What follows belongs to an exercise in optimizing a design on an open flow for small area and a short achievable clock period; a production flow would make more cautious choices.
The RTL was checked by simulation tests, not by an equivalence proof against the original design.
No activity file was given, so power comes from the tool's default toggle rates.

## run A
Design rv_core, start of the top module:
module rv_core #(
  parameter logic [31:0] RESET_PC = '0,
  parameter int          NUM_REGS = 32
) (
  input  logic        clk,
  input  logic        rst,
  input  logic [31:0] i_insn,
  output logic [31:0] o_pc,
  output logic        o_halt,
  output logic        o_wb_en,
  output logic [4:0]  o_wb_rd,
  output logic [31:0] o_wb_data
);
  logic [6:0]  opcode;
  logic [2:0]  funct3;
  logic [6:0]  funct7;
  logic        is_lui;
  logic        is_auipc;
  logic        is_opimm;
  logic        is_op;
  logic        is_branch;
  logic        is_system;
  logic        f7_zero;
  logic        f7_alt;
  logic        arith_ok;
  logic        halt;
  logic [31:0] imm_i;
  logic [31:0] imm_b;
  logic [31:0] imm_u;
  logic [19:0] auipc_hi;
  logic [31:0] br_target;
  logic [31:0] pc_inc;
  logic [31:1][31:0] rf_regs;
  logic [31:1]       rf_valid;
  logic [31:1]       rf_we;
  logic [31:1]       rf_sel1;
  logic [31:1]       rf_sel2;
  logic [31:0]       imm_x_n;
  logic [31:0]       wb_data_rf;
  logic [31:0] rs1_data;
  logic [31:0] op_b;
  logic        sub;
  logic        alu;
  logic [31:0] x;
  logic        eq;
  logic        lt;
  logic        ltu;
  logic        cond;
  logic        taken;
  assign opcode = i_insn[6:0];
  assign funct3 = i_insn[14:12];
  assign funct7 = i_insn[31:25];
  assign is_lui    = opcode == 7'b0110111;
  assign is_auipc  = opcode == 7'b0010111;
  assign is_opimm  = opcode == 7'b0010011;
  assign is_op     = opcode == 7'b0110011;
  assign is_branch = opcode == 7'b1100011;
  assign is_system = opcode == 7'b1110011;
  assign f7_zero  = funct7 == 7'b0000000;
  assign f7_alt   = funct7 == 7'b0100000;
  assign arith_ok = (is_op || (funct3[1:0] == 2'b01)) ?
                    (f7_zero || (f7_alt && ((funct3 == 3'b101) || (is_op && (funct3 == 3'b000))))) :
                    1'b1;
  assign halt      = is_system && (i_insn[31:7] == 25'b0);
  assign o_halt    = halt && !rst;
  assign o_wb_en   = !rst && (is_lui || is_auipc || ((is_opimm || is_op) && arith_ok));
  assign o_wb_rd   = i_insn[11:7];
  assign imm_i = {{20{i_insn[31]}}, i_insn[31:20]};
  assign imm_b = {{19{i_insn[31]}}, i_insn[31], i_insn[7], i_insn[30:25], i_insn[11:8], 1'b0};
  assign imm_u = {i_insn[31:12], 12'b0};
  ks_adder20 auipc_adder (
    .i_a   (o_pc[31:12]),
  ...
Size in the first run: ~4,400 cells after synthesis, ~1,100 flip-flops, roughly 53,000 um2 of cells after synthesis.
export LEC_CHECK = 0
export CAP_MARGIN = 10
export CORE_MARGIN = 2
export CORE_UTILIZATION = 55
export CTS_BUF_LIST = sky130_fd_sc_hd__clkbuf_16
export CTS_CLUSTER_DIAMETER = 100
export CTS_CLUSTER_SIZE = 20
export PLACE_DENSITY = 0.7
export SETUP_SLACK_MARGIN = 2.4
export SLEW_MARGIN = 10
export SYNTH_HIERARCHICAL = 1
create_clock -name core_clock -period 11.0 [get_ports {clk}]
standard.sh (not shown) runs the stock make flow with config.mk's settings and CLKGATE_MAP_FILE= SYNTH_SCRIPT=/design/flow/synth_recipe.tcl, a recipe that flattens the netlist after the stock synthesis.
==> flow/flow/run.sh <==
#!/bin/bash
# The standard layout, with two changes: the port buffers are buf_4 cells
# (instead of the delay-buffer cell buffer_ports picks by default), and
# repair may swap a cell for one of another footprint.
set -euo pipefail
bash standard.sh 'BUFFER_PORTS_ARGS=-buffer_cell sky130_fd_sc_hd__buf_4' MATCH_CELL_FOOTPRINT=0 finish > standard.log 2>&1
For run B, these inputs were changed with respect to run A:
# run A
export LEC_CHECK = 0
export CAP_MARGIN = 10
export CORE_MARGIN = 2
export CORE_UTILIZATION = 55
export CTS_BUF_LIST = sky130_fd_sc_hd__clkbuf_16
export CTS_CLUSTER_DIAMETER = 100
export CTS_CLUSTER_SIZE = 20
export PLACE_DENSITY = 0.7
export SETUP_SLACK_MARGIN = 2.4
export SLEW_MARGIN = 10
export SYNTH_HIERARCHICAL = 1
create_clock -name core_clock -period 11.0 [get_ports {clk}]
# run B
export LEC_CHECK = 0
export CAP_MARGIN = 20
export CORE_MARGIN = 2
export CORE_UTILIZATION = 45
export CTS_BUF_LIST = sky130_fd_sc_hd__clkbuf_8
export SETUP_SLACK_MARGIN = 2.5
export SLEW_MARGIN = 20
export SYNTH_HIERARCHICAL = 1
create_clock -name core_clock -period 11.0 [get_ports {clk}]
[summary]
Diff run A -> run B: number of fill cells rose by 34%; final critical path time including I/O delays and setup fell by 0.21 ns; hold slack fell by 0.023 ns; wire length rose by 11,000 um.
Run B packs its core more loosely than run A.
For run C, these inputs were changed with respect to run B:
# run B
export LEC_CHECK = 0
export CAP_MARGIN = 20
export CORE_MARGIN = 2
export CORE_UTILIZATION = 45
export CTS_BUF_LIST = sky130_fd_sc_hd__clkbuf_8
export SETUP_SLACK_MARGIN = 2.5
export SLEW_MARGIN = 20
export SYNTH_HIERARCHICAL = 1
create_clock -name core_clock -period 11.0 [get_ports {clk}]
# run C
export LEC_CHECK = 0
export CAP_MARGIN = 10
export CORE_MARGIN = 2
export CORE_UTILIZATION = 62
export CTS_BUF_LIST = sky130_fd_sc_hd__clkbuf_16
export CTS_CLUSTER_DIAMETER = 100
export CTS_CLUSTER_SIZE = 20
export PLACE_DENSITY = 0.75
export SETUP_SLACK_MARGIN = 2.2
export SLEW_MARGIN = 10
export SYNTH_HIERARCHICAL = 1
create_clock -name core_clock -period 11.0 [get_ports {clk}]
Findings:
Run B → run C: portion of total power attributed to combinational logic rose 0.3 points, per-cell via count in the routed design rose about 9%, power fell 9.9%, first-iteration DRC count rose 1,570.
Comparing run B against run C, there is no change at all in total count of max-transition violations in the final report.
Delta (run C minus run B): first-pass GRT wire length now sits lower, placeable core region dropped about 28%, layout filler cell count lost 40%, post-CTS setup-driven buffer insertion count has decreased.
For the cell depth of the worst flop-to-flop path, run C came in 2 lower than run B did.
Delay of the slowest cell on the worst path is higher on run C

re-timing with driven ports:
The results above use ideal ports. As a check the final layouts listed here were re-extracted and re-timed, cells and wires unchanged.
Step 1 (the two cells are an assumption about what drives the block):
set clk [get_ports {clk}]
set_driving_cell -lib_cell sky130_fd_sc_hd__clkbuf_16 $clk
set_driving_cell -lib_cell sky130_fd_sc_hd__buf_2 [delete_from_list [all_inputs] $clk]
Step 2, shift: input delay + t, output delay - t, t = (earliest + latest rising clock arrival at the registers) / 2. This alone moves slack from input paths to output paths.
a / b / c = ideal / step 1 / step 2; a / b = the first two.
run	shift t [ns]	setup slack, ns	hold slack, ns	worst slew at a driven data input, ns
run A	0.754	2.278 / 2.251 / 2.251	0.508 / 0.508 / 0.508	0.04
run B	0.958	2.492 / 2.428 / 2.428	0.485 / 0.485 / 0.485	0.14
run C	0.764	2.094 / 2.066 / 2.066	0.487 / 0.487 / 0.487	0.04
After both steps setup and hold are still met in every run listed. For run B, which loses most, drivers alone change the setup slack by -0.064 ns; drivers and shift together by -0.064 ns.
